Source: an optimization exercise on an open RTL-to-GDS flow (aim: small area). Production flows keep margins and buffers that such runs may drop. Where RTL was checked, it was by simulation tests only, not by an equivalence proof against the original. For runs 3 to 5, only the layout was checked, not whether the RTL still works. Power and IR drop assume default switching activity.

<file path="design.v">
module teleop_drive_and_gimbal_command_unit
(
    input  logic        i_clk,
    input  logic        i_rst_n,
    input  logic [39:0] s_axis_tdata,
    input  logic        s_axis_tvalid,
    output logic        s_axis_tready,
    output logic [87:0] m_axis_tdata,
    output logic        m_axis_tvalid,
    input  logic        m_axis_tready,
    input  logic        i_cfg_we,
    input  logic [2:0]  i_cfg_idx,
    input  logic [19:0] i_cfg_data
);
    logic [6:0]  r_thr;
    logic [19:0] r_fs;
    logic [15:0] r_pan_pl, r_pan_nl, r_tilt_pl, r_tilt_nl, r_pan_mr, r_tilt_mr;
    localparam logic [19:0] D_THR = 20'd80;
    localparam logic [19:0] D_FS  = 20'd500000;
    localparam logic [19:0] D_PPL = 20'd28000;
    localparam logic [19:0] D_PNL = 20'd28000;
    localparam logic [19:0] D_TPL = 20'd18000;
    localparam logic [19:0] D_TNL = 20'd18000;
    localparam logic [19:0] D_PMR = 20'd50000;
    localparam logic [19:0] D_TMR = 20'd5000;
    wire        w_rst = ~i_rst_n;
    wire [19:0] w_d0  = i_cfg_data & {20{i_rst_n}};
    wire [19:0] w_d1  = i_cfg_data | {20{w_rst}};
    function automatic logic [19:0] f_dv(input logic [19:0] dflt, input logic [19:0] d0,
                                         input logic [19:0] d1);
        f_dv = (d0 & ~dflt) | (d1 & dflt);
    endfunction
    wire [7:0] w_wsel = {8{i_cfg_we}} & (8'd1 << i_cfg_idx);
    wire [19:0] w_dv_thr = f_dv(D_THR, w_d0, w_d1);
    wire [19:0] w_dv_fs  = f_dv(D_FS,  w_d0, w_d1);
    wire [19:0] w_dv_ppl = f_dv(D_PPL, w_d0, w_d1);
    wire [19:0] w_dv_pnl = f_dv(D_PNL, w_d0, w_d1);
    wire [19:0] w_dv_tpl = f_dv(D_TPL, w_d0, w_d1);
    wire [19:0] w_dv_tnl = f_dv(D_TNL, w_d0, w_d1);
    wire [19:0] w_dv_pmr = f_dv(D_PMR, w_d0, w_d1);
    wire [19:0] w_dv_tmr = f_dv(D_TMR, w_d0, w_d1);
    always_ff @(posedge i_clk) begin
        if (w_rst | w_wsel[0]) r_thr     <= w_dv_thr[6:0];
        if (w_rst | w_wsel[1]) r_fs      <= w_dv_fs;
        if (w_rst | w_wsel[2]) r_pan_pl  <= w_dv_ppl[15:0];
        if (w_rst | w_wsel[3]) r_pan_nl  <= w_dv_pnl[15:0];
        if (w_rst | w_wsel[4]) r_tilt_pl <= w_dv_tpl[15:0];
        if (w_rst | w_wsel[5]) r_tilt_nl <= w_dv_tnl[15:0];
        if (w_rst | w_wsel[6]) r_pan_mr  <= w_dv_pmr[15:0];
        if (w_rst | w_wsel[7]) r_tilt_mr <= w_dv_tmr[15:0];
    end
    function automatic logic f_gt16(input logic [15:0] a, input logic [15:0] b,
                                    input logic cin);
        logic c;
        c = cin;
        for (int i = 0; i < 16; i++) c = a[i] ? (~b[i] | c) : (~b[i] & c);
        f_gt16 = c;
    endfunction
    function automatic logic f_gt8(input logic [7:0] a, input logic [7:0] b, input logic cin);
        logic c;
        c = cin;
        for (int i = 0; i < 8; i++) c = a[i] ? (~b[i] | c) : (~b[i] & c);
        f_gt8 = c;
    endfunction
    function automatic logic [7:0] f_abs8(input logic [7:0] a);
        logic seen;
        seen = 1'b0;
        for (int i = 0; i < 8; i++) begin
            f_abs8[i] = a[i] ^ (a[7] & seen);
            seen = seen | a[i];
        end
    endfunction
    wire [7:0] w_turn = s_axis_tdata[7:0];
    wire [7:0] w_thro = s_axis_tdata[15:8];
    wire [7:0] w_pan  = s_axis_tdata[23:16];
    wire [7:0] w_tilt = s_axis_tdata[31:24];
    wire [7:0] w_mode = s_axis_tdata[39:32];
    wire       w_spin   = f_gt8({1'b0, w_turn[6:0] ^ {7{w_turn[7]}}}, {1'b0, r_thr}, w_turn[7]);
    wire       w_spin_r = w_spin & ~w_turn[7];
    wire       w_spin_l = w_spin & w_turn[7];
    wire [7:0] w_mag    = w_spin ? 8'd90 : f_abs8(w_thro);
    wire       w_fwd_r  = ~w_spin_r & (w_spin_l | ~w_thro[7]);
    wire       w_fwd_l  = ~w_spin_l & (w_spin_r | ~w_thro[7]);
    logic       r_busy;
    logic [6:0] r_cnt;
    logic       r_ovalid;
    logic       r_rf;         
    wire w_ofree  = ~r_ovalid | m_axis_tready;
    wire w_start  = ~r_busy & s_axis_tvalid & w_ofree;
    wire w_last   = (r_cnt == 7'd96);
    wire w_accept = r_busy & w_last & s_axis_tvalid;
    wire w_step   = r_busy & ~w_last;
    wire w_ph1  = (r_cnt[6:3] == 4'd2);
    wire w_ph2  = (r_cnt >= 7'd44) & (r_cnt < 7'd60);
    wire w_div  = (r_cnt >= 7'd60);
    wire w_sw   = (r_cnt < 7'd68);
    wire w_rot1 = (r_cnt < 7'd18);
    wire w_hitc = (r_cnt == 7'd18);
    wire w_rot2 = (r_cnt >= 7'd21) & (r_cnt < 7'd39);
    wire w_gsel = (r_cnt[6:3] == 4'd3);
    wire w_gsgn = (r_cnt[6:3] == 4'd4);
    always_ff @(posedge i_clk) begin
        if (w_rst) begin
            r_busy   <= 1'b0;
            r_ovalid <= 1'b0;
        end else begin
            if (w_start) r_busy <= 1'b1;
            else if (w_accept) r_busy <= 1'b0;
            if (w_accept) r_ovalid <= 1'b1;
            else if (m_axis_tready) r_ovalid <= 1'b0;
        end
        r_rf <= w_rst | (r_rf & ~w_accept);
    end
    always_ff @(posedge i_clk) begin
        if (w_start) r_cnt <= 7'd0;
        else if (w_step) r_cnt <= r_cnt + 7'd1;
    end
    logic [35:0] r_p;
    logic [6:0]  r_rem;
    logic        r_sat;
    wire        w_top  = r_p[35];
    wire [7:0]  w_t    = {r_rem, w_top};
    wire        w_q    = (w_t >= 8'd127);
    wire [6:0]  w_remn = w_q ? 7'(w_t + 8'd1) : w_t[6:0];
    wire        w_sin  = w_div & (w_q | r_sat);
    wire        w_a1   = w_ph1 & w_mag[~r_cnt[2:0]];
    wire        w_a2   = w_ph2 & w_top;
    wire [19:0] w_b    = ({20{w_a2}} & r_fs) | {12'd0, {8{w_a1}} & w_mode};
    wire [35:0] w_next = {r_p[34:0], w_sin} + {16'd0, w_b} + {35'd0, w_a1};
    always_ff @(posedge i_clk) begin
        if (w_step) r_p <= w_next;
        r_rem <= (w_step & w_div) ? w_remn : 7'd0;
        r_sat <= w_step & w_div & (r_sat | (w_sw & w_q));
    end
    logic [17:0] r_pan_pos, r_tilt_pos;
    logic        r_pan_c, r_tilt_c;
    function automatic logic f_hit(input logic [7:0] g, input logic [17:0] pos,
                                   input logic [15:0] lim_p, input logic [15:0] lim_n);
        logic gt, lt;
        gt    = ~pos[17] & (pos[16] | f_gt16(pos[15:0], lim_p, 1'b0));
        lt    = pos[17] & (~pos[16] | f_gt16(~pos[15:0], lim_n, 1'b1));
        f_hit = (~g[7] & (|g[6:0]) & gt) | (g[7] & lt);
    endfunction
    wire w_pan_hit  = f_hit(w_pan,  r_pan_pos,  r_pan_pl,  r_pan_nl);
    wire w_tilt_hit = f_hit(w_tilt, r_tilt_pos, r_tilt_pl, r_tilt_nl);
    logic [7:0] r_o_pan, r_o_tilt;
    logic       r_o_phit, r_o_thit, r_o_fr, r_o_fl;
    wire [2:0] w_gi     = r_cnt[2:0];
    wire       w_pan_cb  = ~r_o_phit & ((w_gsel & w_pan[w_gi])  | (w_gsgn & w_pan[7]));
    wire       w_tilt_cb = ~r_o_thit & ((w_gsel & w_tilt[w_gi]) | (w_gsgn & w_tilt[7]));
    wire       w_pan_s   = r_pan_pos[0]  ^ w_pan_cb  ^ r_pan_c;
    wire       w_tilt_s  = r_tilt_pos[0] ^ w_tilt_cb ^ r_tilt_c;
    wire       w_rot     = w_step & (w_rot1 | w_rot2);
    wire       w_clr     = w_rot1 & r_rf;
    always_ff @(posedge i_clk) begin
        if (w_rot) begin
            r_pan_pos  <= {w_pan_s  & ~w_clr, r_pan_pos[17:1]};
            r_tilt_pos <= {w_tilt_s & ~w_clr, r_tilt_pos[17:1]};
        end
        r_pan_c  <= w_step & w_rot2 &
                    ((r_pan_pos[0] & w_pan_cb) | (r_pan_c & (r_pan_pos[0] | w_pan_cb)));
        r_tilt_c <= w_step & w_rot2 &
                    ((r_tilt_pos[0] & w_tilt_cb) | (r_tilt_c & (r_tilt_pos[0] | w_tilt_cb)));
    end
    always_ff @(posedge i_clk) begin
        if (w_start) begin
            r_o_pan  <= w_pan;
            r_o_tilt <= w_tilt;
            r_o_fr   <= w_fwd_r;
            r_o_fl   <= w_fwd_l;
        end
        if (w_step & w_hitc) begin
            r_o_phit <= w_pan_hit;
            r_o_thit <= w_tilt_hit;
        end
    end
    wire [7:0] w_pan_abs  = f_abs8(r_o_pan);
    wire [7:0] w_tilt_abs = f_abs8(r_o_tilt);
    wire w_pan_big  = (r_pan_mr[15:11] == 5'd0)  & f_gt8(w_pan_abs,  r_pan_mr[10:3],  1'b0);
    wire w_tilt_big = (r_tilt_mr[15:11] == 5'd0) & f_gt8(w_tilt_abs, r_tilt_mr[10:3], 1'b0);
    wire [7:0] w_pan_rate  = (r_o_phit | w_pan_big)  ? 8'd0 : w_pan_abs;
    wire [7:0] w_tilt_rate = (r_o_thit | w_tilt_big) ? 8'd0 : w_tilt_abs;
    assign s_axis_tready = r_busy & w_last;
    assign m_axis_tvalid = r_ovalid;
    assign m_axis_tdata  = {2'b00,
                            w_tilt_big & ~r_o_thit, w_pan_big & ~r_o_phit,
                            r_o_thit, r_o_phit,
                            w_tilt_rate, 3'b000, w_pan_rate, 3'b000,
                            ~r_o_tilt[7], ~r_o_pan[7],
                            r_p[27:0], r_p[27:0],
                            r_o_fl, r_o_fr};
endmodule
</file>
<file path="config.mk">
export PLATFORM = sky130hd
export DESIGN_NAME = teleop_drive_and_gimbal_command_unit
export DESIGN_NICKNAME = teleop_drive_and_gimbal_command_unit
export VERILOG_FILES = /design/flow/design.v
export SDC_FILE = /design/flow/constraint.sdc
export NUM_CORES = 4
export LEC_CHECK = 0
export CAP_MARGIN = 20
export CORE_MARGIN = 2
export CORE_UTILIZATION = 65
export PLACE_DENSITY = 0.75
export SLEW_MARGIN = 20
</file>
<file path="run.sh">
#!/bin/bash
# synth_recipe.tcl (not shown) runs the flow's synth.tcl, then flattens the netlist and writes it again
# the make line also repeats each setting of config.mk as NAME=value (left out here)
make -C /OpenROAD-flow-scripts/flow DESIGN_CONFIG=/design/flow/config.mk WORK_HOME=/design/flow/orfs CLKGATE_MAP_FILE= SYNTH_SCRIPT=/design/flow/synth_recipe.tcl finish
</file>
<file path="constraint.sdc">
create_clock -name core_clock -period 8.0 [get_ports {i_clk}]
set_input_delay 1.6000 -clock core_clock [delete_from_list [all_inputs] [get_ports {i_clk}]]
set_output_delay 1.6000 -clock core_clock [all_outputs]
set_load 0.01 [all_outputs]
</file>
==> impl_metrics.env, run 1 <==
export IMPL_status="complete, no violations"
export IMPL_track_usage_pct=28.27
export IMPL_htreeDepth=1
export IMPL_hold_path_class="register to register"
export IMPL_timing_slew_headroom_pct=32.86
export IMPL_grt_max_degree=47
export IMPL_timing_final_ws_setup_ps=601.8
export IMPL_synth_cell_types=77
export IMPL_synth_area_um2=11850
export IMPL_die_w_um=139.0
export IMPL_timing_fmax_mhz=135.2
export IMPL_rsz0062_at_grt="no"
export IMPL_post_cts_resized=0
export IMPL_layout_drive_gt1_share_pct=6.360
export IMPL_cts_tree="yes"
export IMPL_r2r_start="r_thr[3]"
export IMPL_postCtsSetupRepairBufs=0
export IMPL_grt_pass1_vias=7906
export IMPL_pwr_share_comb_pct=12.1
export IMPL_worstMarginPinSlew_ps=998.6
export IMPL_switching_share_pct=24.08
export IMPL_synth_area_mux_share_pct=1.193
export IMPL_wire_per_inst_um=20.25
export IMPL_worstSetupPathType="input port to register"
export IMPL_power_leakage_uw=0.005025
export IMPL_skew_ps=18.48
export IMPL_yosysWarnings=1
export IMPL_synth_edf_count=209
export IMPL_ys_seq_area_share_pct=56.33
export IMPL_synth_compound_area_share_pct=13.91
export IMPL_num_rows=49
export IMPL_p_sw_uw=718.1
export IMPL_finalSetupViolCount=0
export IMPL_cp_data_required_time_ps=8250
export IMPL_synth_top_family_by_area="simple AND/OR/NAND/NOR gates"
export IMPL_finalHoldWorstSlack_ps=480.1
export IMPL_ant_nets=0
export IMPL_placeableCoreArea_um2=17900
export IMPL_max_cap_viol_count=0
export IMPL_timing_setup_tns_ps=0
export IMPL_cts_hold_buf=0
export IMPL_final_common_cell="edfxtp_1"
export IMPL_overflow=0
export IMPL_antenna_found_initial=0
export IMPL_io_buffers=149
export IMPL_synthesis_instances=1009
export IMPL_synth_ff_type="edfxtp_1"
export IMPL_final_cell_mix="edfxtp_1, clkdlybuf4s50_1, nand2_1"
export IMPL_yosys_area_share_adder_pct=3.959
export IMPL_area_growth_pct=17.96
export IMPL_synth_simple_area_share_pct=14.12
export IMPL_internal_power_uw=2264
export IMPL_async_flop_share_pct=0
export IMPL_start_util_pct=66.20
export IMPL_cts_sinks=229
export IMPL_power_uw=2982
export IMPL_clkTransAtPathRegs_ps=60
export IMPL_drt_iter0_drc=789
export IMPL_clock_latency_ps=520
export IMPL_rrSetupSlack_ps=1890
export IMPL_hold_path_depth=2
export IMPL_period_needed_ps=7398
export IMPL_cp_max_fo=14
export IMPL_hold_viol=0
export IMPL_fp_dieH_um=139.0
export IMPL_firstDrtPassIters=5
export IMPL_grt_pass1_wl_um=43100
export IMPL_ioPinCount=158
export IMPL_ir_drop_v=0.0002797
export IMPL_power_density_nw_per_um2=213.3
export IMPL_viasPerCell=6.133
export IMPL_pre_cts_slack_ps=122.0
export IMPL_drc=0
export IMPL_wl_um=27580
export IMPL_synth_seq_cells=229
export IMPL_pwr_share_clk_pct=38.1
export IMPL_synth_xor_xnor_area_share_pct=3.991
export IMPL_fin_util_pct=78.09
export IMPL_end_kind="register"
export IMPL_dpl_hpwl_um=19760
export IMPL_final_net_count=1209
export IMPL_rr_endpoint="r_p[28]"
export IMPL_final_period_utilization_pct=92.48
export IMPL_whs_endpoint="r_sat"
export IMPL_seqPwrFrac_pct=49.8
export IMPL_gp_congestion=0.8649
export IMPL_hold_path_startpoint="r_sat"
export IMPL_crit_arrival_ps=7650
export IMPL_clk_path_buf_depth=3
export IMPL_cts_buffers=24
export IMPL_maxSlewViolCount=0
export IMPL_syn_avg_cell_area_um2=11.75
export IMPL_die_area_um2=19330
export IMPL_start_kind="input port"
export IMPL_cts_root_buf="clkbuf_16"
export IMPL_vias=8353
export IMPL_worst_r2r_cell_count=21
==> metrics by stage <==
stage,std cells,area [µm²]
after floorplan,1016,11880
after global placement,1317,13170
after detailed placement,1317,13170
after CTS,1361,13970
after global routing,1361,13980
final,1362,13980
==> layout make-up <==
type                       count  area [µm²]
clock inverter                14       138.9
timing repair buffer         158        1559
antenna                        1       2.502
sequential                   229        6676
tap                          229       286.5
fill                        1170        3923
inverter                      48       180.2
multi-input combinational    653        4472
clock buffer                  30       664.4
==> flip-flops by register name (all words and copies together), names as in the netlist, 7 cells and up <==
register,cells
r_o_pan,8
r_rem,7
r_fs,20
r_pan_pl,16
r_tilt_pos,18
r_pan_mr,13
r_tilt_nl,16
r_thr,7
r_o_tilt,8
r_cnt,7
r_pan_pos,18
r_tilt_pl,16
r_p,36
r_tilt_mr,13
r_pan_nl,16
==> worst max path at each step <==
stage                    start      end  slack (ps)  cells after the start
5_1_grt        s_axis_tdata[7]  r_p[28]         280                     22
2_1_floorplan  s_axis_tdata[3]  r_p[28]        1550                     21
4_1_cts        s_axis_tdata[7]  r_p[28]         610                     22
3_5_place_dp   s_axis_tdata[7]  r_p[28]         120                     22
6_report       s_axis_tdata[7]  r_p[28]         600                     22
3_3_place_gp   s_axis_tdata[7]  r_p[28]         440                     22
==> cells in the mapped netlist, types with 23 or more instances <==
cell type | instances | share of area, %
and2_1 | 36 | 1.9
nand2b_1 | 50 | 2.6
buf_4 | 68 | 4.3
o21ai_0 | 36 | 1.5
nor2b_1 | 23 | 1.2
a21oi_1 | 41 | 1.7
nand2_1 | 66 | 2.1
xor2_1 | 23 | 1.7
ha_1 | 23 | 2.4
edfxtp_1 | 209 | 53
inv_1 | 48 | 1.5
nor2_1 | 60 | 1.9
xnor2_1 | 31 | 2.3
==> routing by layer <==
metal	track usage, %	vias to the layer above	wire length [µm]
met4	7.921	0	692
li1	-	3896	-
met2	44.96	378	12900
met1	41.23	4032	11900
met3	4.247	47	2084
met5	0	-	0
==> kinds of logic (layout without fill, tap and decap cells) <==
group	after synthesis	count (layout)
flops	229	229
buf+inv	134	250
mux	9	9
other cells	1	9
fa+ha+maj	37	37
xor+xnor	54	54
compound gates	229	229
simple gates	316	316
==> power groups by stage <==
stage | Sequential, µW | Combinational [µW] | Clock [µW]
finish | 1490 | 360 | 1140
CTS | 1480 | 359 | 1140
floorplan | 1480 | 238 | 0
detailed placement | 1510 | 355 | 0
global placement | 1500 | 346 | 0
global route | 1500 | 390 | 1190
==> critical path: stages <==
cell             delay, ps
clkdlybuf4s50_1        660
o211ai_1               240
o31ai_1                120
a221o_1                440
o211ai_1               320
nand3b_1               360
and2_1                 280
a211o_1                290
a211oi_4               360
a22oi_1                160
fa_1                   440
inv_1                   80
fa_1                   220
a21o_1                 130
a21oi_1                100
o211a_1                240
or4b_2                 660
a31oi_1                210
a21o_1                 230
and2_1                 250
nand3_1                120
xnor2_1                140
==> run 2: changes to the inputs <==
--- a/design.v
+++ b/design.v
@@ -55,3 +55,3 @@
         c = cin;
-        for (int i = 0; i < 16; i++) c = a[i] ? (~b[i] | c) : (~b[i] & c);
+        for (int i = 0; i < 16; i++) c = (a[i] & ~b[i]) | (a[i] & c) | (~b[i] & c);
         f_gt16 = c;
@@ -61,3 +61,3 @@
         c = cin;
-        for (int i = 0; i < 8; i++) c = a[i] ? (~b[i] | c) : (~b[i] & c);
+        for (int i = 0; i < 8; i++) c = (a[i] & ~b[i]) | (a[i] & c) | (~b[i] & c);
         f_gt8 = c;
@@ -128,5 +128,20 @@
     wire [19:0] w_b    = ({20{w_a2}} & r_fs) | {12'd0, {8{w_a1}} & w_mode};
-    wire [35:0] w_next = {r_p[34:0], w_sin} + {16'd0, w_b} + {35'd0, w_a1};
-    always_ff @(posedge i_clk) begin
-        if (w_step) r_p <= w_next;
+    logic [35:0] w_next;
+    always_comb begin
+        logic c;
+        logic [35:0] a;
+        a = {r_p[34:0], w_sin | w_a1};
+        c = 1'b0;
+        for (int i = 0; i < 20; i++) begin
+            w_next[i] = a[i] ^ w_b[i] ^ c;
+            c = (a[i] & w_b[i]) | (a[i] & c) | (w_b[i] & c);
+        end
+        for (int i = 20; i < 36; i++) begin
+            w_next[i] = a[i] ^ c;
+            c = a[i] & c;
+        end
+    end
+    always_ff @(posedge i_clk) begin
+        if (w_step) r_p[27:0] <= w_next[27:0];
+        r_p[35:28] <= w_next[35:28];
         r_rem <= (w_step & w_div) ? w_remn : 7'd0;
==> flow/run.sh (new file) <==
#!/bin/bash
# Standard ORFS layout (the standard.sh) with two changes:
#  - port buffers use the smallest buffer, sky130_fd_sc_hd__buf_1, instead of the cell
#    buffer_ports picks by default (clkdlybuf4s50_1); every port still gets its buffer;
#  - clock tree synthesis without dummy loads.
set -euo pipefail
export BUFFER_PORTS_ARGS="-buffer_cell sky130_fd_sc_hd__buf_1"
export CTS_ARGS="-sink_clustering_enable -repair_clock_nets -dont_use_dummy_load"
bash standard.sh > standard_flow.log 2>&1
==> standard.sh (new file) <==
#!/bin/bash
# synth_recipe.tcl (not shown) runs the flow's synth.tcl, then flattens the netlist and writes it again
# the make line also repeats each setting of config.mk as NAME=value (left out here)
make -C /OpenROAD-flow-scripts/flow DESIGN_CONFIG=/design/flow/config.mk WORK_HOME=/design/flow/orfs CLKGATE_MAP_FILE= SYNTH_SCRIPT=/design/flow/synth_recipe.tcl "${@:-finish}"
removed: run.sh
==> impl_metrics.env, run 2 <==
export IMPL_status="failed layout checks"
export IMPL_so_faults="setup timing"
export IMPL_final_period_utilization_pct=140.7
export IMPL_num_rows=47
export IMPL_cts_buffers=23
export IMPL_rrSetupSlack_ps=-2570
export IMPL_dpl_cell_area_um2=12090
export IMPL_drc=0
export IMPL_seq_area_um2=6596
export IMPL_grt_pass1_wl_um=37890
export IMPL_multi_input_area_um2=4079
export IMPL_ant_nets=0
export IMPL_track_usage_pct=26.91
export IMPL_rr_endpoint="r_p[35]"
export IMPL_ioPinCount=158
export IMPL_power_density_nw_per_um2=210.4
export IMPL_period_needed_ps=11260
export IMPL_vias=7527
export IMPL_skew_ps=14.73
export IMPL_worstSetupPathType="input port to register"
export IMPL_finalHoldWorstSlack_ps=429.0
export IMPL_synthesis_instances=895
export IMPL_cts_tree="yes"
export IMPL_die_w_um=135.0
export IMPL_n_antenna_cell=0
export IMPL_r2r_start="r_thr[0]"
export IMPL_critPathTopFamily="adder cells"
export IMPL_finalSetupViolCount=20
export IMPL_hold_path_depth=1
export IMPL_synth_edf_count=201
export IMPL_rsz0062_at_grt="yes"
export IMPL_regMostFlops="r_p"
export IMPL_final_common_cell="edfxtp_1"
export IMPL_placeableCoreArea_um2=16700
export IMPL_start_util_pct=66.80
export IMPL_wire_per_inst_um=19.65
export IMPL_pre_cts_slack_ps=-4074
export IMPL_ys_seq_area_share_pct=59.12
export IMPL_synth_area_um2=11160
export IMPL_overflow=0
export IMPL_firstDrtPassIters=5
export IMPL_cts_root_buf="clkbuf_16"
export IMPL_antenna_found_initial=0
export IMPL_hold_path_class="register to register"
export IMPL_drt_iter0_drc=649
export IMPL_final_net_count=1149
export IMPL_timing_fmax_mhz=88.82
export IMPL_largest_reg_flops=36
export IMPL_fillCellCount=1072
export IMPL_synthTopCellsByArea="edfxtp_1, dfxtp_1, buf_4"
export IMPL_htreeDepth=1
export IMPL_hold_viol=0
export IMPL_power_leakage_uw=0.004523
export IMPL_gp_congestion=0.9306
export IMPL_clkTransAtPathRegs_ps=60
export IMPL_cp_data_required_time_ps=8380
export IMPL_async_flop_share_pct=0
export IMPL_synth_top_area_cell="edfxtp_1"
export IMPL_crit_buf_inv=3
export IMPL_final_cell_mix="edfxtp_1, buf_1, inv_1"
export IMPL_timing_slew_headroom_pct=32.66
export IMPL_finish_instance_area_um2=12800
export IMPL_worst_r2r_cell_count=47
export IMPL_maxSlewViolCount=0
export IMPL_dpl_hpwl_um=17950
export IMPL_fp_dieH_um=135.0
export IMPL_yosysMostFrequentCell="edfxtp_1"
export IMPL_timing_setup_tns_ps=-37670
export IMPL_layout_drive_gt1_share_pct=14.74
export IMPL_io_buffers=149
export IMPL_crit_path_frequent_cell="fa_2"
export IMPL_hold_path_startpoint="r_p[34]"
export IMPL_start_kind="input port"
export IMPL_grt_pass1_vias=7451
export IMPL_worstMarginPinSlew_ps=1001
export IMPL_cp_max_fo=4
export IMPL_ir_drop_v=0.0001886
export IMPL_reg_top3="r_p x36, r_fs x20"
export IMPL_wl_um=24730
export IMPL_synth_top_area_share_pct=54.10
export IMPL_clock_latency_ps=500
export IMPL_end_kind="register"
export IMPL_clk_path_buf_depth=3
export IMPL_fin_util_pct=76.66
export IMPL_timing_final_ws_setup_ps=-3259
export IMPL_slowest_stage="fa_2"
export IMPL_whs_endpoint="r_p[35]"
export IMPL_viasPerCell=5.983
export IMPL_die_area_um2=18230
export IMPL_max_cap_viol_count=0
export IMPL_cp_slowest_stage_delay_ps=380
export IMPL_syn_avg_cell_area_um2=12.47
export IMPL_yosysWarnings=1
export IMPL_synth_ff_type="edfxtp_1"
export IMPL_crit_arrival_ps=11640
export IMPL_cts_sinks=229
export IMPL_synth_cell_types=70
export IMPL_grt_max_degree=45
export IMPL_synth_commonest_cells="edfxtp_1, buf_4, inv_1"
export IMPL_synth_seq_cells=229
export IMPL_area_growth_pct=14.76
## run 2: cell types whose count changed in the layout (fill, tap and decap cells not counted), sizes merged, moves of 9 or more
cell / delta
clkdlybuf4s50: -149
fa: +17
nor2: -20
nand2b: -12
inv: +18
a31oi: -11
nand2: -26
buf: +196
a22oi: +12
clkinv: -10
xnor2: -22
a22o: -9
## run 2: cells by family (layout without fill, tap and decap cells)
family	after synthesis	in the layout	share of synthesized area (%)
AND/OR/NAND/NOR	228	228	11.02
other	1	8	0.03361
AO/OA/AOI/OAI	188	188	11.57
XOR/XNOR	26	26	2.041
multiplexers	13	13	1.626
adder cells (fa/ha/maj)	51	51	6.919
flip-flops	229	229	59.12
buffers and inverters	159	295	7.660
## run 2: worst max path at each step
stage | from | endpoint | depth (start not counted)
2_1_floorplan | s_axis_tdata[7] | r_p[35] | 49
3_3_place_gp | s_axis_tdata[7] | r_p[35] | 48
3_5_place_dp | s_axis_tdata[7] | r_p[35] | 48
4_1_cts | s_axis_tdata[2] | r_p[35] | 47
5_1_grt | s_axis_tdata[9] | r_p[35] | 49
6_report | s_axis_tdata[0] | r_p[35] | 48
## run 2: stage by stage
step | total power, µW | instances
2_1_floorplan | 1701 | 902
3_3_place_gp | 1793 | 1232
3_5_place_dp | 1808 | 1232
4_1_cts | 2699 | 1256
5_1_grt | 2788 | 1258
6_report | 2694 | 1258
## run 2: routing by layer
layer / share of wire [%] / track usage, %
met5: 0 / 0
met4: 2.8 / 8.449
met3: 6.9 / 4.167
met2: 50 / 47.24
met1: 40 / 34.75
## run 2: worst register-to-register path: cells and delay by family (launching register included)
family / cells / cell delay [ps]
buffers and inverters: 2 / 90
AO/OA/AOI/OAI: 6 / 930
flip-flops: 1 / 490
XOR/XNOR: 1 / 140
adder cells (fa/ha/maj): 35 / 8110
AND/OR/NAND/NOR: 2 / 430
multiplexers: 1 / 240
## run 2: report_power, final
group / internal [µW] / switching, µW / total, µW
registers: 1410 / 62.8 / 1470
logic: 137 / 195 / 332
clock network: 503 / 390 / 893
total: 2050 / 648 / 2690
## run 2: cell type report
cell class              instances  area share [%]
flip-flops and latches        229           51.52
multi-input cells             514           31.86
repair buffers                205           7.974
clock buffers                  23           4.495
well taps                     220           2.150
inverters                      67           2.003
## run 2: timing repair
| action | in CTS | in global routing |
|---|---|---|
| cloned | 0 | 0 |
| hold buffers | 0 | 0 |
| pin swaps | 0 | 2 |
| buffers inserted | 1 | 2 |
| gates resized for setup | 19 | 8 |
| setup endpoints to repair | 21 | 22 |
| endpoints found under the hold margin | 0 | 0 |
==> run 3: changes to the inputs <==
--- a/design.v
+++ b/design.v
@@ -16,3 +16,4 @@
     logic [19:0] r_fs;
-    logic [15:0] r_pan_pl, r_pan_nl, r_tilt_pl, r_tilt_nl, r_pan_mr, r_tilt_mr;
+    logic [12:0] r_pan_pl, r_pan_nl, r_tilt_pl, r_tilt_nl;    
+    logic [7:0]  r_pan_mr, r_tilt_mr;                         
     localparam logic [19:0] D_THR = 20'd80;
@@ -23,4 +24,2 @@
     localparam logic [19:0] D_TNL = 20'd18000;
-    localparam logic [19:0] D_PMR = 20'd50000;
-    localparam logic [19:0] D_TMR = 20'd5000;
     wire        w_rst = ~i_rst_n;
@@ -39,4 +38,4 @@
     wire [19:0] w_dv_tnl = f_dv(D_TNL, w_d0, w_d1);
-    wire [19:0] w_dv_pmr = f_dv(D_PMR, w_d0, w_d1);
-    wire [19:0] w_dv_tmr = f_dv(D_TMR, w_d0, w_d1);
+    wire        w_mr_cap = w_rst | (|i_cfg_data[15:10]);
+    wire [7:0]  w_dv_mr  = {w_mr_cap, i_cfg_data[9:3] & {7{~w_mr_cap}}};
     always_ff @(posedge i_clk) begin
@@ -44,10 +43,10 @@
         if (w_rst | w_wsel[1]) r_fs      <= w_dv_fs;
-        if (w_rst | w_wsel[2]) r_pan_pl  <= w_dv_ppl[15:0];
-        if (w_rst | w_wsel[3]) r_pan_nl  <= w_dv_pnl[15:0];
-        if (w_rst | w_wsel[4]) r_tilt_pl <= w_dv_tpl[15:0];
-        if (w_rst | w_wsel[5]) r_tilt_nl <= w_dv_tnl[15:0];
-        if (w_rst | w_wsel[6]) r_pan_mr  <= w_dv_pmr[15:0];
-        if (w_rst | w_wsel[7]) r_tilt_mr <= w_dv_tmr[15:0];
-    end
-    function automatic logic f_gt16(input logic [15:0] a, input logic [15:0] b,
+        if (w_rst | w_wsel[2]) r_pan_pl  <= w_dv_ppl[15:3];
+        if (w_rst | w_wsel[3]) r_pan_nl  <= w_dv_pnl[15:3];
+        if (w_rst | w_wsel[4]) r_tilt_pl <= w_dv_tpl[15:3];
+        if (w_rst | w_wsel[5]) r_tilt_nl <= w_dv_tnl[15:3];
+        if (w_rst | w_wsel[6]) r_pan_mr  <= w_dv_mr;
+        if (w_rst | w_wsel[7]) r_tilt_mr <= w_dv_mr;
+    end
+    function automatic logic f_gt13(input logic [12:0] a, input logic [12:0] b,
                                     input logic cin);
@@ -55,4 +54,4 @@
         c = cin;
-        for (int i = 0; i < 16; i++) c = (a[i] & ~b[i]) | (a[i] & c) | (~b[i] & c);
-        f_gt16 = c;
+        for (int i = 0; i < 13; i++) c = (a[i] & ~b[i]) | (a[i] & c) | (~b[i] & c);
+        f_gt13 = c;
     endfunction
@@ -89,14 +88,13 @@
     wire w_start  = ~r_busy & s_axis_tvalid & w_ofree;
-    wire w_last   = (r_cnt == 7'd96);
+    wire w_last   = (r_cnt == 7'd100);
     wire w_accept = r_busy & w_last & s_axis_tvalid;
     wire w_step   = r_busy & ~w_last;
-    wire w_ph1  = (r_cnt[6:3] == 4'd2);
-    wire w_ph2  = (r_cnt >= 7'd44) & (r_cnt < 7'd60);
-    wire w_div  = (r_cnt >= 7'd60);
-    wire w_sw   = (r_cnt < 7'd68);
-    wire w_rot1 = (r_cnt < 7'd18);
-    wire w_hitc = (r_cnt == 7'd18);
-    wire w_rot2 = (r_cnt >= 7'd21) & (r_cnt < 7'd39);
+    wire w_hitc = (r_cnt[6:3] == 4'd2);
+    wire w_ph1  = (r_cnt[6:3] == 4'd4);
+    wire w_ph2  = (r_cnt[6:4] == 3'd3);
+    wire w_div  = r_cnt[6];
+    wire w_sw   = (r_cnt[5:3] == 3'd0);
+    wire w_rot1 = (r_cnt < 7'd15);
     wire w_gsel = (r_cnt[6:3] == 4'd3);
-    wire w_gsgn = (r_cnt[6:3] == 4'd4);
+    wire w_gsgn = (r_cnt >= 7'd32) & (r_cnt < 7'd39);
     always_ff @(posedge i_clk) begin
@@ -127,8 +125,8 @@
     wire        w_a2   = w_ph2 & w_top;
-    wire [19:0] w_b    = ({20{w_a2}} & r_fs) | {12'd0, {8{w_a1}} & w_mode};
+    wire [19:0] w_b    = ({20{w_a2}} & r_fs) | {{8{w_a1}} & w_mode, 12'd0};
     logic [35:0] w_next;
     always_comb begin
-        logic c;
+        logic c, pre;
         logic [35:0] a;
-        a = {r_p[34:0], w_sin | w_a1};
+        a = {r_p[34:12], r_p[11] | w_a1, r_p[10:0], 1'b0};
         c = 1'b0;
@@ -138,6 +136,8 @@
         end
+        pre = 1'b1;
         for (int i = 20; i < 36; i++) begin
-            w_next[i] = a[i] ^ c;
-            c = a[i] & c;
-        end
+            w_next[i] = a[i] ^ (c & pre);
+            pre = pre & a[i];
+        end
+        w_next[0] = w_next[0] | w_sin;
     end
@@ -149,9 +149,9 @@
     end
-    logic [17:0] r_pan_pos, r_tilt_pos;
+    logic [14:0] r_pan_pos, r_tilt_pos;
     logic        r_pan_c, r_tilt_c;
-    function automatic logic f_hit(input logic [7:0] g, input logic [17:0] pos,
-                                   input logic [15:0] lim_p, input logic [15:0] lim_n);
+    function automatic logic f_hit(input logic [7:0] g, input logic [14:0] pos,
+                                   input logic [12:0] lim_p, input logic [12:0] lim_n);
         logic gt, lt;
-        gt    = ~pos[17] & (pos[16] | f_gt16(pos[15:0], lim_p, 1'b0));
-        lt    = pos[17] & (~pos[16] | f_gt16(~pos[15:0], lim_n, 1'b1));
+        gt    = ~pos[14] & (pos[13] | f_gt13(pos[12:0], lim_p, 1'b0));
+        lt    = pos[14] & (~pos[13] | f_gt13(~pos[12:0], lim_n, 1'b1));
         f_hit = (~g[7] & (|g[6:0]) & gt) | (g[7] & lt);
@@ -162,3 +162,3 @@
     logic       r_o_phit, r_o_thit, r_o_fr, r_o_fl;
-    wire [2:0] w_gi     = r_cnt[2:0];
+    wire [2:0] w_gi      = r_cnt[2:0];
     wire       w_pan_cb  = ~r_o_phit & ((w_gsel & w_pan[w_gi])  | (w_gsgn & w_pan[7]));
@@ -167,2 +167,3 @@
     wire       w_tilt_s  = r_tilt_pos[0] ^ w_tilt_cb ^ r_tilt_c;
+    wire       w_rot2    = w_gsel | w_gsgn;
     wire       w_rot     = w_step & (w_rot1 | w_rot2);
@@ -171,4 +172,4 @@
         if (w_rot) begin
-            r_pan_pos  <= {w_pan_s  & ~w_clr, r_pan_pos[17:1]};
-            r_tilt_pos <= {w_tilt_s & ~w_clr, r_tilt_pos[17:1]};
+            r_pan_pos  <= {w_pan_s  & ~w_clr, r_pan_pos[14:1]};
+            r_tilt_pos <= {w_tilt_s & ~w_clr, r_tilt_pos[14:1]};
         end
@@ -193,4 +194,4 @@
     wire [7:0] w_tilt_abs = f_abs8(r_o_tilt);
-    wire w_pan_big  = (r_pan_mr[15:11] == 5'd0)  & f_gt8(w_pan_abs,  r_pan_mr[10:3],  1'b0);
-    wire w_tilt_big = (r_tilt_mr[15:11] == 5'd0) & f_gt8(w_tilt_abs, r_tilt_mr[10:3], 1'b0);
+    wire w_pan_big  = f_gt8(w_pan_abs,  r_pan_mr,  1'b0);
+    wire w_tilt_big = f_gt8(w_tilt_abs, r_tilt_mr, 1'b0);
     wire [7:0] w_pan_rate  = (r_o_phit | w_pan_big)  ? 8'd0 : w_pan_abs;
==> impl_metrics.env, run 3 <==
export IMPL_status="complete, no violations"
export IMPL_synth_cell_types=71
export IMPL_power_leakage_uw=0.003978
export IMPL_finish_instance_area_um2=11320
export IMPL_overflow=0
export IMPL_final_period_utilization_pct=95.91
export IMPL_cp_slowest_stage_delay_ps=390
export IMPL_start_util_pct=65.57
export IMPL_synth_commonest_cells="edfxtp_1, buf_4, inv_1, nand2_1, nor2_1"
export IMPL_rsz0062_at_grt="no"
export IMPL_final_cell_mix="edfxtp_1, buf_1, inv_1"
export IMPL_wire_per_inst_um=17.53
export IMPL_synth_top_area_cell="edfxtp_1"
export IMPL_cp_max_fo=4
export IMPL_synth_edf_count=173
export IMPL_maxSlewViolCount=0
export IMPL_synth_top_area_share_pct=50.43
export IMPL_firstDrtPassIters=5
export IMPL_grt_max_degree=41
export IMPL_hold_path_class="register to register"
export IMPL_final_common_cell="edfxtp_1"
export IMPL_placeableCoreArea_um2=15710
export IMPL_synthTopCellsByArea="edfxtp_1, dfxtp_1, buf_4"
export IMPL_yosysMostFrequentCell="edfxtp_1"
export IMPL_gp_congestion=0.8559
export IMPL_syn_avg_cell_area_um2=11.64
export IMPL_timing_slew_headroom_pct=36.31
export IMPL_pwr_share_clk_pct=34.0
export IMPL_synth_seq_cells=201
export IMPL_clk_path_buf_depth=3
export IMPL_worstMarginPinSlew_ps=953.4
export IMPL_synthesis_instances=885
export IMPL_fp_dieH_um=129.9
export IMPL_drt_iter0_drc=456
export IMPL_cts_root_buf="clkbuf_16"
export IMPL_cts_buffers=21
export IMPL_switching_share_pct=24.27
export IMPL_drc=0
export IMPL_timing_final_ws_setup_ps=327.6
export IMPL_synth_xor_xnor_area_share_pct=3.571
export IMPL_ant_nets=0
export IMPL_grt_pass1_wl_um=32000
export IMPL_synth_area_mux_share_pct=1.263
export IMPL_power_density_nw_per_um2=209.2
export IMPL_yosysWarnings=1
export IMPL_worstSetupPathType="register to register"
export IMPL_fin_util_pct=72.07
export IMPL_synth_area_um2=10300
export IMPL_cts_sinks=201
export IMPL_postCtsSetupRepairBufs=0
export IMPL_crit_path_frequent_cell="fa_2"
export IMPL_ys_seq_area_share_pct=55.87
export IMPL_seqPwrFrac_pct=54.7
export IMPL_synth_compound_area_share_pct=11.21
export IMPL_antenna_found_initial=1
export IMPL_synth_ff_type="edfxtp_1"
export IMPL_viasPerCell=5.807
export IMPL_pwr_share_comb_pct=11.3
export IMPL_finalSetupViolCount=0
export IMPL_dpl_hpwl_um=15500
export IMPL_largest_reg_flops=36
export IMPL_n_antenna_cell=0
export IMPL_internal_power_uw=1794
export IMPL_final_net_count=1086
export IMPL_period_needed_ps=7672
export IMPL_ir_drop_v=0.0001716
export IMPL_grt_pass1_vias=6383
export IMPL_area_growth_pct=9.922
export IMPL_start_kind="register"
export IMPL_slowest_stage="fa_1"
export IMPL_num_rows=46
export IMPL_critPathTopFamily="adder cells"
export IMPL_yosys_area_share_adder_pct=5.854
export IMPL_layout_drive_gt1_share_pct=8.476
export IMPL_reg_top3="r_p x36, r_fs x20"
export IMPL_die_w_um=129.9
export IMPL_crit_buf_inv=4
export IMPL_synth_top_family_by_area="simple AND/OR/NAND/NOR gates"
export IMPL_timing_fmax_mhz=130.3
export IMPL_synth_simple_area_share_pct=13.75
export IMPL_pre_cts_slack_ps=-244.3
export IMPL_htreeDepth=1
export IMPL_die_area_um2=16870
export IMPL_async_flop_share_pct=0
export IMPL_regMostFlops="r_p"
export IMPL_dpl_cell_area_um2=10730
export IMPL_crit_arrival_ps=8070
export IMPL_hold_viol=0
export IMPL_wl_um=21160
export IMPL_skew_ps=28.61
export IMPL_cts_tree="yes"
export IMPL_p_sw_uw=574.8
export IMPL_clkTransAtPathRegs_ps=60
export IMPL_vias=7009
export IMPL_io_buffers=149
export IMPL_cp_data_required_time_ps=8400
export IMPL_end_kind="register"
export IMPL_max_cap_viol_count=0
export IMPL_clock_latency_ps=490
export IMPL_ioPinCount=158
export IMPL_track_usage_pct=24.58
==> run 3: timing repair <==
action	in CTS	in global routing
endpoints found under the setup margin	5	5
hold buffers	0	0
resized for setup	7	11
pin swaps	0	2
gates cloned	0	0
==> run 3: logic make-up (layout without fill, tap and decap cells) <==
group	Yosys count	after routing
AOI/OAI and AO/OA	167	167
xor gates and xnor gates	42	42
adders and majority gates	39	39
buffers and inverters	161	260
DFF	201	201
muxes	8	8
other	1	8
and+or+nand+nor	266	266
==> run 3: worst paths after layout <==
path                               start      end  slack [ps]  depth (start not counted)
worst min-delay path                r_rf     r_rf         440                          2
worst max-delay path            r_cnt[6]  r_p[35]         330                         34
worst max register to register  r_cnt[6]  r_p[35]         330                         34
worst min register to register      r_rf     r_rf         440                          2
==> run 3: metrics by stage <==
stage	power [µW]	setup TNS (ps)	cells	hold slack (ps)
global placement	1570	-15.66	1186	428.9
detailed placement	1578	-718.1	1186	432.0
CTS	2381	0	1207	440.1
global route	2455	0	1207	462.0
floorplan	1496	0	892	413.0
finish	2369	0	1207	441.3
==> run 3: layout make-up <==
| type | instances | area [µm²] |
|---|---|---|
| multi-input cells | 530 | 3794 |
| inverters | 68 | 255.2 |
| well taps | 216 | 270.3 |
| flip-flops and latches | 201 | 5756 |
| repair buffers | 171 | 724.4 |
| clock buffers | 21 | 525.5 |
| fillers | 1114 | 4388 |
==> run 3: worst register-to-register path: cells and delay by family, from the launching register on <==
family	cells	cell delay, ps
fa+ha+maj	19	5350
simple gates	10	1450
flops	1	380
buf+inv	4	250
xor+xnor	1	130
==> run 3: metal layers <==
metal | up-vias | track usage, % | wire length, µm
met5 | - | 0 | 0
met4 | 0 | 8.286 | 530
met3 | 44 | 3.567 | 1644
met2 | 294 | 40.50 | 10090
met1 | 3325 | 34.14 | 8894
li1 | 3346 | - | -
==> run 3: power groups by stage <==
| stage | registers [µW] | clock network (µW) | logic (µW) |
|---|---|---|---|
| after floorplan | 1290 | 0 | 210 |
| after global placement | 1310 | 0 | 258 |
| after detailed placement | 1310 | 0 | 264 |
| after CTS | 1290 | 820 | 267 |
| after global routing | 1300 | 853 | 297 |
| final | 1290 | 806 | 268 |
==> run 4: changes to the inputs <==
--- a/flow/run.sh
+++ b/flow/run.sh
@@ -7,3 +7,3 @@
 export BUFFER_PORTS_ARGS="-buffer_cell sky130_fd_sc_hd__buf_1"
-export CTS_ARGS="-sink_clustering_enable -repair_clock_nets -dont_use_dummy_load"
+export CTS_ARGS="-sink_clustering_enable -repair_clock_nets -dont_use_dummy_load -buf_list {sky130_fd_sc_hd__clkbuf_4 sky130_fd_sc_hd__clkbuf_8}"
 bash standard.sh > standard_flow.log 2>&1
==> impl_metrics.env, run 4 <==
export IMPL_timing_final_ws_setup_ps=313.7
export IMPL_synth_top_area_cell="edfxtp_1"
export IMPL_start_kind="register"
export IMPL_overflow=0
export IMPL_io_buffers=149
export IMPL_viasPerCell=5.791
export IMPL_htreeDepth=2
export IMPL_hold_viol=0
export IMPL_multi_input_area_um2=3794
export IMPL_start_util_pct=65.57
export IMPL_ioPinCount=158
export IMPL_placeableCoreArea_um2=15710
export IMPL_reg_top3="r_p x36, r_fs x20"
export IMPL_grt_pass1_vias=6409
export IMPL_ir_drop_v=0.0001300
export IMPL_regMostFlops="r_p"
export IMPL_critPathTopFamily="adder cells"
export IMPL_final_cell_mix="edfxtp_1, buf_1, inv_1"
export IMPL_area_growth_pct=9.364
export IMPL_dpl_hpwl_um=15500
export IMPL_wl_um=21250
export IMPL_synth_seq_cells=201
export IMPL_hold_path_class="register to register"
export IMPL_period_needed_ps=7686
export IMPL_num_rows=46
export IMPL_cts_sinks=201
export IMPL_max_cap_viol_count=0
export IMPL_grt_pass1_wl_um=32060
export IMPL_grt_max_degree=41
export IMPL_final_common_cell="edfxtp_1"
export IMPL_yosysWarnings=1
export IMPL_drt_iter0_drc=524
export IMPL_finalSetupViolCount=0
export IMPL_cp_slowest_stage_delay_ps=390
export IMPL_ant_nets=0
export IMPL_rsz0062_at_grt="no"
export IMPL_layout_drive_gt1_share_pct=9.661
export IMPL_firstDrtPassIters=5
export IMPL_pre_cts_slack_ps=-244.3
export IMPL_synth_edf_count=173
export IMPL_skew_ps=35.68
export IMPL_end_kind="register"
export IMPL_clkTransAtPathRegs_ps=60
export IMPL_cp_max_fo=4
export IMPL_postCtsSetupRepairBufs=0
export IMPL_cp_data_required_time_ps=8400
export IMPL_final_period_utilization_pct=96.08
export IMPL_timing_fmax_mhz=130.1
export IMPL_n_antenna_cell=0
export IMPL_synth_cell_types=71
export IMPL_fillCellCount=1135
export IMPL_wire_per_inst_um=17.42
export IMPL_worstMarginPinSlew_ps=951.4
export IMPL_drc=0
export IMPL_cts_hold_buf=0
export IMPL_gp_congestion=0.8559
export IMPL_synth_ff_type="edfxtp_1"
export IMPL_die_area_um2=16870
export IMPL_crit_path_frequent_cell="fa_2"
export IMPL_cts_root_buf="clkbuf_8"
export IMPL_synth_top_area_share_pct=50.43
export IMPL_maxSlewViolCount=0
export IMPL_power_density_nw_per_um2=203.2
export IMPL_seq_area_um2=5756
export IMPL_status="complete, no violations"
export IMPL_slowest_stage="fa_1"
export IMPL_final_net_count=1099
export IMPL_fin_util_pct=71.71
export IMPL_yosysMostFrequentCell="edfxtp_1"
export IMPL_synth_commonest_cells="edfxtp_1, buf_4, inv_1, nand2_1, nor2_1"
export IMPL_largest_reg_flops=36
export IMPL_clk_path_buf_depth=3
export IMPL_fp_dieH_um=129.9
export IMPL_antenna_found_initial=0
export IMPL_timing_slew_headroom_pct=36.44
export IMPL_crit_arrival_ps=8090
export IMPL_power_leakage_uw=0.003964
export IMPL_hold_path_startpoint="r_rf"
export IMPL_r2r_start="r_cnt[5]"
export IMPL_worstSetupPathType="register to register"
export IMPL_ys_seq_area_share_pct=55.87
export IMPL_cts_buffers=34
export IMPL_async_flop_share_pct=0
export IMPL_crit_buf_inv=4
export IMPL_vias=7065
export IMPL_track_usage_pct=24.90
export IMPL_synthTopCellsByArea="edfxtp_1, dfxtp_1, buf_4"
export IMPL_cts_tree="yes"
export IMPL_worstSetupStartpoint="r_cnt[5]"
export IMPL_synthesis_instances=885
export IMPL_die_w_um=129.9
export IMPL_clock_latency_ps=510
export IMPL_power_uw=2289
export IMPL_syn_avg_cell_area_um2=11.64
export IMPL_synth_area_um2=10300
[run 4: stage by stage]
stage	std cells	area [µm²]	hold WS (ps)	setup TNS, ps
after floorplan	892	10330	413.0	0
after CTS	1220	11210	440.2	0
after global placement	1186	10730	428.9	-15.66
final	1220	11270	434.8	0
after global routing	1220	11270	461.9	0
after detailed placement	1186	10730	432.0	-718.1
[run 4: what timing repair did]
| action | in CTS | in global routing |
|---|---|---|
| endpoints found under the setup margin | 5 | 6 |
| pin swaps | 0 | 2 |
| resized for setup | 7 | 11 |
[run 4: kinds of logic (layout without fill, tap and decap cells)]
kind of cell | after synthesis | after routing | share of synthesized area, %
and+or+nand+nor | 266 | 266 | 13.75
AOI/OAI and AO/OA | 167 | 167 | 11.21
adders and majority gates | 39 | 39 | 5.854
muxes | 8 | 8 | 1.263
buffers and inverters | 161 | 273 | 8.453
DFF | 201 | 201 | 55.87
xor gates and xnor gates | 42 | 42 | 3.571
other | 1 | 8 | 0.03640
[run 4: path summary, 6_finish.rpt]
| kind | endpoint | slack [ps] | depth (start not counted) |
|---|---|---|---|
| min reg2reg | r_rf | 430 | 2 |
| max reg2reg | r_p[35] | 310 | 34 |
| min | r_rf | 430 | 2 |
| max | r_p[35] | 310 | 34 |
[run 4: power breakdown]
part | switching (µW) | internal, µW | total [µW]
combinational | 159 | 108 | 267
clock | 352 | 376 | 728
sequential | 68.1 | 1230 | 1290
[run 4: worst register-to-register path: cells and delay by family (launching register included)]
| family | cells | cell delay (ps) |
|---|---|---|
| adder cells (fa/ha/maj) | 19 | 5370 |
| AND/OR/NAND/NOR | 10 | 1520 |
| flip-flops | 1 | 320 |
| buffers and inverters | 4 | 260 |
| XOR/XNOR | 1 | 130 |
[run 4: final cells by class]
cell class / instances / share of cell area [%]
tap: 216 / 2.399
multi-input combinational: 530 / 33.67
timing repair buffer: 171 / 6.430
sequential: 201 / 51.08
clock buffer: 34 / 4.153
inverter: 68 / 2.265
[run 4: layer usage]
layer  up-vias  GRT usage (%)  share of wire, %
met4         0          9.108               2.4
met3        39          4.879               7.2
met1      3389          34.25                42
met2       268          40.07                48
li1       3369              -                 -
met5         -              0                 0
==> run 5: changes to the inputs <==
--- a/flow/run.sh
+++ b/flow/run.sh
@@ -7,3 +7,3 @@
 export BUFFER_PORTS_ARGS="-buffer_cell sky130_fd_sc_hd__buf_1"
-export CTS_ARGS="-sink_clustering_enable -repair_clock_nets -dont_use_dummy_load -buf_list {sky130_fd_sc_hd__clkbuf_4 sky130_fd_sc_hd__clkbuf_8}"
+export CTS_ARGS="-sink_clustering_enable -repair_clock_nets -dont_use_dummy_load -sink_clustering_size 20 -sink_clustering_max_diameter 60 -buf_list {sky130_fd_sc_hd__clkbuf_4 sky130_fd_sc_hd__clkbuf_8}"
 bash standard.sh > standard_flow.log 2>&1
--- a/config.mk
+++ b/config.mk
@@ -7,3 +7,3 @@
 export LEC_CHECK = 0
-export CAP_MARGIN = 20
+export CAP_MARGIN = 0
 export CORE_MARGIN = 2
@@ -11,2 +11,2 @@
 export PLACE_DENSITY = 0.75
-export SLEW_MARGIN = 20
+export SLEW_MARGIN = 0
==> impl_metrics.env, run 5 <==
export IMPL_grt_pass1_wl_um=31400
export IMPL_ioPinCount=158
export IMPL_drc=0
export IMPL_track_usage_pct=24.19
export IMPL_synth_cell_types=71
export IMPL_num_rows=46
export IMPL_pre_cts_slack_ps=-244.3
export IMPL_grt_use_met2_pct=39.39
export IMPL_cp_data_required_time_ps=8400
export IMPL_maxSlewViolCount=0
export IMPL_yosysMostFrequentCell="edfxtp_1"
export IMPL_finish_instance_area_um2=10980
export IMPL_synth_area_mux_share_pct=1.263
export IMPL_grt_max_degree=41
export IMPL_clock_latency_ps=510
export IMPL_worstSetupStartpoint="r_cnt[5]"
export IMPL_synth_simple_area_share_pct=13.75
export IMPL_synth_ff_type="edfxtp_1"
export IMPL_rrSetupSlack_ps=300
export IMPL_syn_avg_cell_area_um2=11.64
export IMPL_clkTransAtPathRegs_ps=100
export IMPL_synth_seq_cells=201
export IMPL_power_uw=2026
export IMPL_synth_top_family_by_area="simple AND/OR/NAND/NOR gates"
export IMPL_final_cell_mix="edfxtp_1, buf_1, inv_1"
export IMPL_period_needed_ps=7695
export IMPL_hold_path_startpoint="r_rf"
export IMPL_fp_dieH_um=129.9
export IMPL_wl_um=20840
export IMPL_viasPerCell=5.788
export IMPL_grt_busiest_layer="met2"
export IMPL_drt_iter0_drc=447
export IMPL_final_period_utilization_pct=96.19
export IMPL_dpl_hpwl_um=15500
export IMPL_cp_slowest_stage_delay_ps=390
export IMPL_hold_viol=0
export IMPL_r2r_start="r_cnt[5]"
export IMPL_start_kind="register"
export IMPL_placeableCoreArea_um2=15710
export IMPL_clk_path_buf_depth=3
export IMPL_postCtsSetupRepairBufs=0
export IMPL_n_antenna_cell=0
export IMPL_synth_top_area_cell="edfxtp_1"
export IMPL_ant_nets=0
export IMPL_cts_buffers=15
export IMPL_synth_area_um2=10300
export IMPL_grt_pass1_vias=6230
export IMPL_worstSetupPathType="register to register"
export IMPL_hold_path_class="register to register"
export IMPL_die_w_um=129.9
export IMPL_start_util_pct=65.57
export IMPL_cts_tree="yes"
export IMPL_area_growth_pct=6.619
export IMPL_end_kind="register"
export IMPL_finalSetupViolCount=0
export IMPL_dpl_cell_area_um2=10730
export IMPL_crit_path_frequent_cell="fa_2"
export IMPL_status="complete, no violations"
export IMPL_use_met3_pct=3.280
export IMPL_synthTopCellsByArea="edfxtp_1, dfxtp_1, buf_4"
export IMPL_globalRouteMet1Util_pct=34.02
export IMPL_final_common_cell="edfxtp_1"
export IMPL_power_density_nw_per_um2=184.4
export IMPL_ys_seq_area_share_pct=55.87
export IMPL_gp_congestion=0.8559
export IMPL_largest_reg_flops=36
export IMPL_worstMarginPinSlew_ps=1121
export IMPL_synthesis_instances=885
export IMPL_finalHoldWorstSlack_ps=440.7
export IMPL_overflow=0
export IMPL_yosys_area_share_adder_pct=5.854
export IMPL_synth_edf_count=173
export IMPL_ir_drop_v=0.0001619
export IMPL_die_area_um2=16870
export IMPL_synth_top_area_share_pct=50.43
export IMPL_antenna_found_initial=1
export IMPL_firstDrtPassIters=5
export IMPL_cts_root_buf="clkbuf_8"
export IMPL_cts_hold_buf=0
export IMPL_regMostFlops="r_p"
export IMPL_layout_drive_gt1_share_pct=7.817
export IMPL_yosysWarnings=1
export IMPL_io_buffers=149
export IMPL_skew_ps=59.47
export IMPL_timing_slew_headroom_pct=25.29
export IMPL_cp_max_fo=4
export IMPL_synth_commonest_cells="edfxtp_1, buf_4, inv_1, nand2_1, nor2_1"
export IMPL_power_leakage_uw=0.003825
export IMPL_timing_final_ws_setup_ps=304.9
export IMPL_final_net_count=1080
export IMPL_timing_fmax_mhz=130.0
export IMPL_vias=6951
export IMPL_htreeDepth=1
export IMPL_slowest_stage="fa_1"
export IMPL_wire_per_inst_um=17.35
export IMPL_synth_xor_xnor_area_share_pct=3.571
export IMPL_async_flop_share_pct=0
export IMPL_max_cap_viol_count=0
export IMPL_rsz0062_at_grt="no"
export IMPL_synth_compound_area_share_pct=11.21
export IMPL_crit_arrival_ps=8090
export IMPL_reg_top3="r_p x36, r_fs x20"
export IMPL_cts_sinks=201
==> run 5: cell counts after synthesis <==
No cell type changed its count.
==> run 5: repair_timing <==
action,CTS,global route
gates resized for setup,7,12
endpoints found under the hold margin,0,0
pin swaps,0,2
endpoints found under the setup margin,5,6
==> run 5: kinds of logic after synthesis <==
family	count (synthesis)
AND/OR/NAND/NOR	266
multiplexers	8
other	1
flip-flops	201
buffers and inverters	161
XOR/XNOR	42
AO/OA/AOI/OAI	167
adder cells (fa/ha/maj)	39
==> run 5: power by group <==
| part | internal (µW) | total, µW | switching [µW] |
|---|---|---|---|
| logic | 107 | 265 | 158 |
| registers | 1220 | 1290 | 68.3 |
| clock network | 170 | 469 | 299 |
| total | 1500 | 2030 | 525 |
==> run 5: metrics by stage <==
stage	cells	setup TNS, ps	util, %
2_1_floorplan	892	0	-
3_3_place_gp	1186	-15.66	68.27
3_5_place_dp	1186	-718.1	68.27
4_1_cts	1201	0	69.69
5_1_grt	1201	0	69.91
6_report	1201	0	69.91
==> run 5: per-layer routing <==
layer  routed length, µm  part of all wire, %
met4                 531                  2.5
met5                   0                    0
met2                9926                   48
met3                1471                  7.1
met1                8913                   43
==> run 5: cell type report <==
class | count | area [µm²]
Inverter | 68 | 255.2
Timing Repair Buffer | 171 | 724.4
Clock buffer | 15 | 206.4
Fill cell | 1172 | 4728
Sequential cell | 201 | 5757
Tap cell | 216 | 270.3
Multi-Input combinational cell | 530 | 3771
==> run 5: path summary, 6_finish.rpt <==
path	end	depth (start not counted)
max	r_p[35]	34
min	r_rf	2
max reg2reg	r_p[35]	34
min reg2reg	r_rf	2
==> run 5: worst max-delay path, delay by kind of cell (launching register included) <==
kind                     cells  cell delay [ps]
XOR/XNOR                     1              130
adder cells (fa/ha/maj)     19             5370
buffers and inverters        4              260
flip-flops                   1              340
AND/OR/NAND/NOR             10             1500
==> run 6: changes to the inputs <==
--- a/design.v
+++ b/design.v
@@ -88,3 +88,3 @@
     wire w_start  = ~r_busy & s_axis_tvalid & w_ofree;
-    wire w_last   = (r_cnt == 7'd100);
+    wire w_last   = (r_cnt == 7'd92);
     wire w_accept = r_busy & w_last & s_axis_tvalid;
@@ -95,3 +95,3 @@
     wire w_div  = r_cnt[6];
-    wire w_sw   = (r_cnt[5:3] == 3'd0);
+    wire w_dv1  = (r_cnt[5:0] == 6'd0);
     wire w_rot1 = (r_cnt < 7'd15);
@@ -116,9 +116,9 @@
     logic [35:0] r_p;
-    logic [6:0]  r_rem;
     logic        r_sat;
     wire        w_top  = r_p[35];
-    wire [7:0]  w_t    = {r_rem, w_top};
+    wire [7:0]  w_t    = r_p[34:27];
     wire        w_q    = (w_t >= 8'd127);
     wire [6:0]  w_remn = w_q ? 7'(w_t + 8'd1) : w_t[6:0];
-    wire        w_sin  = w_div & (w_q | r_sat);
+    wire        w_satn = r_sat | (w_dv1 & (&r_p[34:28]));
+    wire        w_sin  = w_div & (w_q | w_satn);
     wire        w_a1   = w_ph1 & w_mag[~r_cnt[2:0]];
@@ -145,5 +145,5 @@
         if (w_step) r_p[27:0] <= w_next[27:0];
-        r_p[35:28] <= w_next[35:28];
-        r_rem <= (w_step & w_div) ? w_remn : 7'd0;
-        r_sat <= w_step & w_div & (r_sat | (w_sw & w_q));
+        r_p[35]    <= w_next[35];
+        r_p[34:28] <= w_div ? w_remn : w_next[34:28];
+        r_sat      <= w_step & w_div & w_satn;
     end
--- a/flow/run.sh
+++ b/flow/run.sh
@@ -4,3 +4,4 @@
 #    buffer_ports picks by default (clkdlybuf4s50_1); every port still gets its buffer;
-#  - clock tree synthesis without dummy loads.
+#  - clock tree synthesis without dummy loads, with small clock buffers and clusters of
+#    at most 20 flip-flops.
 set -euo pipefail
==> impl_metrics.env, run 6 <==
export IMPL_status="complete, no violations"
export IMPL_ir_drop_v=0.0001634
export IMPL_end_kind="register"
export IMPL_fin_cells=1181
export IMPL_io_buffers=149
export IMPL_dp_cells=1161
export IMPL_clk_path_buf_depth=2
export IMPL_cp_data_required_time_ps=8330
export IMPL_r2r_start="r_cnt[5]"
export IMPL_hold_path_depth=2
export IMPL_overflow=0
export IMPL_slowest_stage="fa_1"
export IMPL_cts_root_buf="clkbuf_8"
export IMPL_cts_tree="yes"
export IMPL_drc=0
export IMPL_track_usage_pct=27.10
export IMPL_clkTransAtPathRegs_ps=70
export IMPL_synth_area_um2=10170
export IMPL_regMostFlops="r_p"
export IMPL_async_flop_share_pct=0
export IMPL_skew_ps=31.81
export IMPL_critPathTopFamily="adder cells"
export IMPL_dpl_cell_area_um2=10610
export IMPL_drt_iter0_drc=551
export IMPL_synth_ff_type="edfxtp_1"
export IMPL_grt_pass1_wl_um=34200
export IMPL_timing_slew_headroom_pct=15.74
export IMPL_hold_viol=0
export IMPL_clock_latency_ps=460
export IMPL_hold_path_startpoint="r_rf"
export IMPL_layout_drive_gt1_share_pct=9.588
export IMPL_period_needed_ps=7695
export IMPL_cp_max_fo=10
export IMPL_gp_congestion=0.9641
export IMPL_placeableCoreArea_um2=15260
export IMPL_grt_max_degree=41
export IMPL_yosysMostFrequentCell="edfxtp_1"
export IMPL_final_cell_mix="edfxtp_1, buf_1, inv_1"
export IMPL_crit_buf_inv=3
export IMPL_cts_buffers=17
export IMPL_reg_top3="r_p x36, r_fs x20"
export IMPL_ioPinCount=158
export IMPL_maxSlewViolCount=0
export IMPL_die_area_um2=16660
export IMPL_worstSetupPathType="input port to register"
export IMPL_start_kind="input port"
export IMPL_fp_dieH_um=129.1
export IMPL_synth_top_area_cell="edfxtp_1"
export IMPL_fin_util_pct=71.79
export IMPL_num_rows=45
export IMPL_viasPerCell=5.855
export IMPL_synth_commonest_cells="edfxtp_1, inv_1, buf_4, nand2_1, and2_1"
export IMPL_synth_edf_count=173
export IMPL_whs_endpoint="r_rf"
export IMPL_synth_cell_types=70
export IMPL_synthesis_instances=861
export IMPL_area_growth_pct=7.715
export IMPL_crit_arrival_ps=8030
export IMPL_ant_nets=0
export IMPL_dpl_hpwl_um=16500
export IMPL_synth_seq_cells=194
export IMPL_cp_slowest_stage_delay_ps=440
export IMPL_final_common_cell="edfxtp_1"
export IMPL_cts_hold_buf=0
export IMPL_firstDrtPassIters=5
export IMPL_wire_per_inst_um=18.80
export IMPL_power_density_nw_per_um2=184.2
export IMPL_grt_pass1_vias=6620
export IMPL_antenna_found_initial=0
export IMPL_timing_fmax_mhz=130.0
export IMPL_n_antenna_cell=0
export IMPL_synthTopCellsByArea="edfxtp_1, buf_4, dfxtp_1"
export IMPL_syn_avg_cell_area_um2=11.81
export IMPL_final_net_count=1065
export IMPL_wl_um=22200
export IMPL_finish_instance_area_um2=10950
export IMPL_worst_r2r_cell_count=34
export IMPL_pre_cts_slack_ps=-388.4
export IMPL_largest_reg_flops=36
export IMPL_vias=6915
export IMPL_worstMarginPinSlew_ps=1251
export IMPL_start_util_pct=66.65
export IMPL_final_period_utilization_pct=96.19
export IMPL_hold_path_class="register to register"
export IMPL_timing_final_ws_setup_ps=305.1
export IMPL_rrSetupSlack_ps=320
export IMPL_htreeDepth=4
export IMPL_synth_top_area_share_pct=51.08
export IMPL_max_cap_viol_count=0
export IMPL_finalSetupViolCount=0
export IMPL_cts_sinks=194
export IMPL_yosysWarnings=1
export IMPL_die_w_um=129.1
export IMPL_rr_endpoint="r_p[30]"
export IMPL_power_leakage_uw=0.003878
export IMPL_ys_seq_area_share_pct=55.22
## run 6: changes by cell type after synthesis, sizes merged, moves of 8 or more
cell,delta
maj3,+8
nand2,-8
nor4,-12
a32o,-8
nor3,+12
nor2,-14
nand2b,+11
nand3,-16
## run 6: cell families (layout without fill, tap and decap cells)
logic type	count (synthesis)	count (layout)	share of synthesized area, %
compound gates	158	158	11.13
mux	15	15	2.005
other cells	1	8	0.03687
xor+xnor	36	36	3.100
buf+inv	165	267	8.797
simple gates	245	245	12.99
fa+ha+maj	47	47	6.717
flops	194	194	55.22
## run 6: repair_timing
item	CTS	global route
setup endpoints to repair	4	8
pin swaps	1	5
setup buffers	0	3
resized for setup	2	25
## run 6: power by group
part,internal (µW),switching (µW)
Sequential,1190,68.5
Combinational,118,165
Clock,188,291
Total,1490,524
## run 6: metrics by stage
step	power, µW	setup TNS [ps]	hold WS, ps
detailed placement	1551	-2350	446.9
global placement	1538	-654.3	434.7
CTS	2017	0	456.8
finish	2018	0	463.5
global route	2096	-33.56	483.6
floorplan	1468	0	422.6
## run 6: worst max path at each step
stage                                from       to  slack [ps]  cells past startpoint
after floorplan           s_axis_tdata[7]  r_p[32]         120                     26
final                     s_axis_tdata[7]  r_p[32]         310                     26
after global placement    s_axis_tdata[7]  r_p[32]        -150                     26
after detailed placement  s_axis_tdata[7]  r_p[32]        -390                     26
after CTS                        r_cnt[5]  r_p[30]          50                     34
after global routing      s_axis_tdata[2]  r_p[34]         -20                     27
## run 6: layout make-up
class / instances / area (µm²)
Sequential cell: 194 / 5615
Inverter: 70 / 262.8
Tap cell: 211 / 264.0
Clock buffer: 17 / 234.0
Multi-Input combinational cell: 509 / 3784
Timing Repair Buffer: 180 / 794.5
Fill cell: 1086 / 4304
## run 6: per-layer routing
layer  routed length (µm)  track usage [%]
met1                 9499            37.26
met2                11170            45.07
met3                 1070            4.377
met4                  466            8.568
met5                    0                0
## run 6: worst reg2reg max path: cells and delay by family (launching register included)
kind	cells	cell delay, ps
AOI/OAI and AO/OA	1	100
xor gates and xnor gates	1	120
adders and majority gates	19	5420
buffers and inverters	5	410
DFF	1	310
and+or+nand+nor	8	1200

[what the ideal ports hide]
How much do the figures lean on ideal ports? The routed layouts below were timed once more, with nothing changed but the port constraints. Step 1: set_driving_cell puts a clkbuf_16 on i_clk and a buf_2 on each other input, an assumption about the parent block. Step 2, shift: input delay + t, output delay - t, t = (earliest + latest rising clock arrival at the registers) / 2. This alone moves slack from input paths to output paths. Slacks: ideal / step 1 / step 2; pairs: ideal / step 1.
run | t, ns | slack for setup (ns) | worst setup path after step 2 | clock arrival spread, ns | worst register clock-pin slew, ns
run 1 | 0.550 | 0.602 / 0.625 / 0.074 | input to register | 0.019 / 0.019 | 0.07 / 0.07
run 2 | 0.532 | -3.259 / -3.258 / -3.790 | input to register | 0.017 / 0.017 | 0.06 / 0.06
run 3 | 0.522 | 0.328 / 0.328 / -0.050 | input to register | 0.029 / 0.029 | 0.06 / 0.06
run 4 | 0.530 | 0.314 / 0.314 / -0.069 | input to register | 0.036 / 0.035 | 0.06 / 0.06
run 5 | 0.524 | 0.305 / 0.305 / -0.051 | input to register | 0.060 / 0.060 | 0.12 / 0.12
run 6 | 0.487 | 0.305 / 0.277 / -0.210 | input to register | 0.036 / 0.036 | 0.10 / 0.10
Met with ideal ports but missed after step 2: setup timing in run 3, run 4, run 5 and run 6. The setup slack of run 2, which loses most, moves by +0.001 ns with the drivers and by -0.531 ns with both steps.
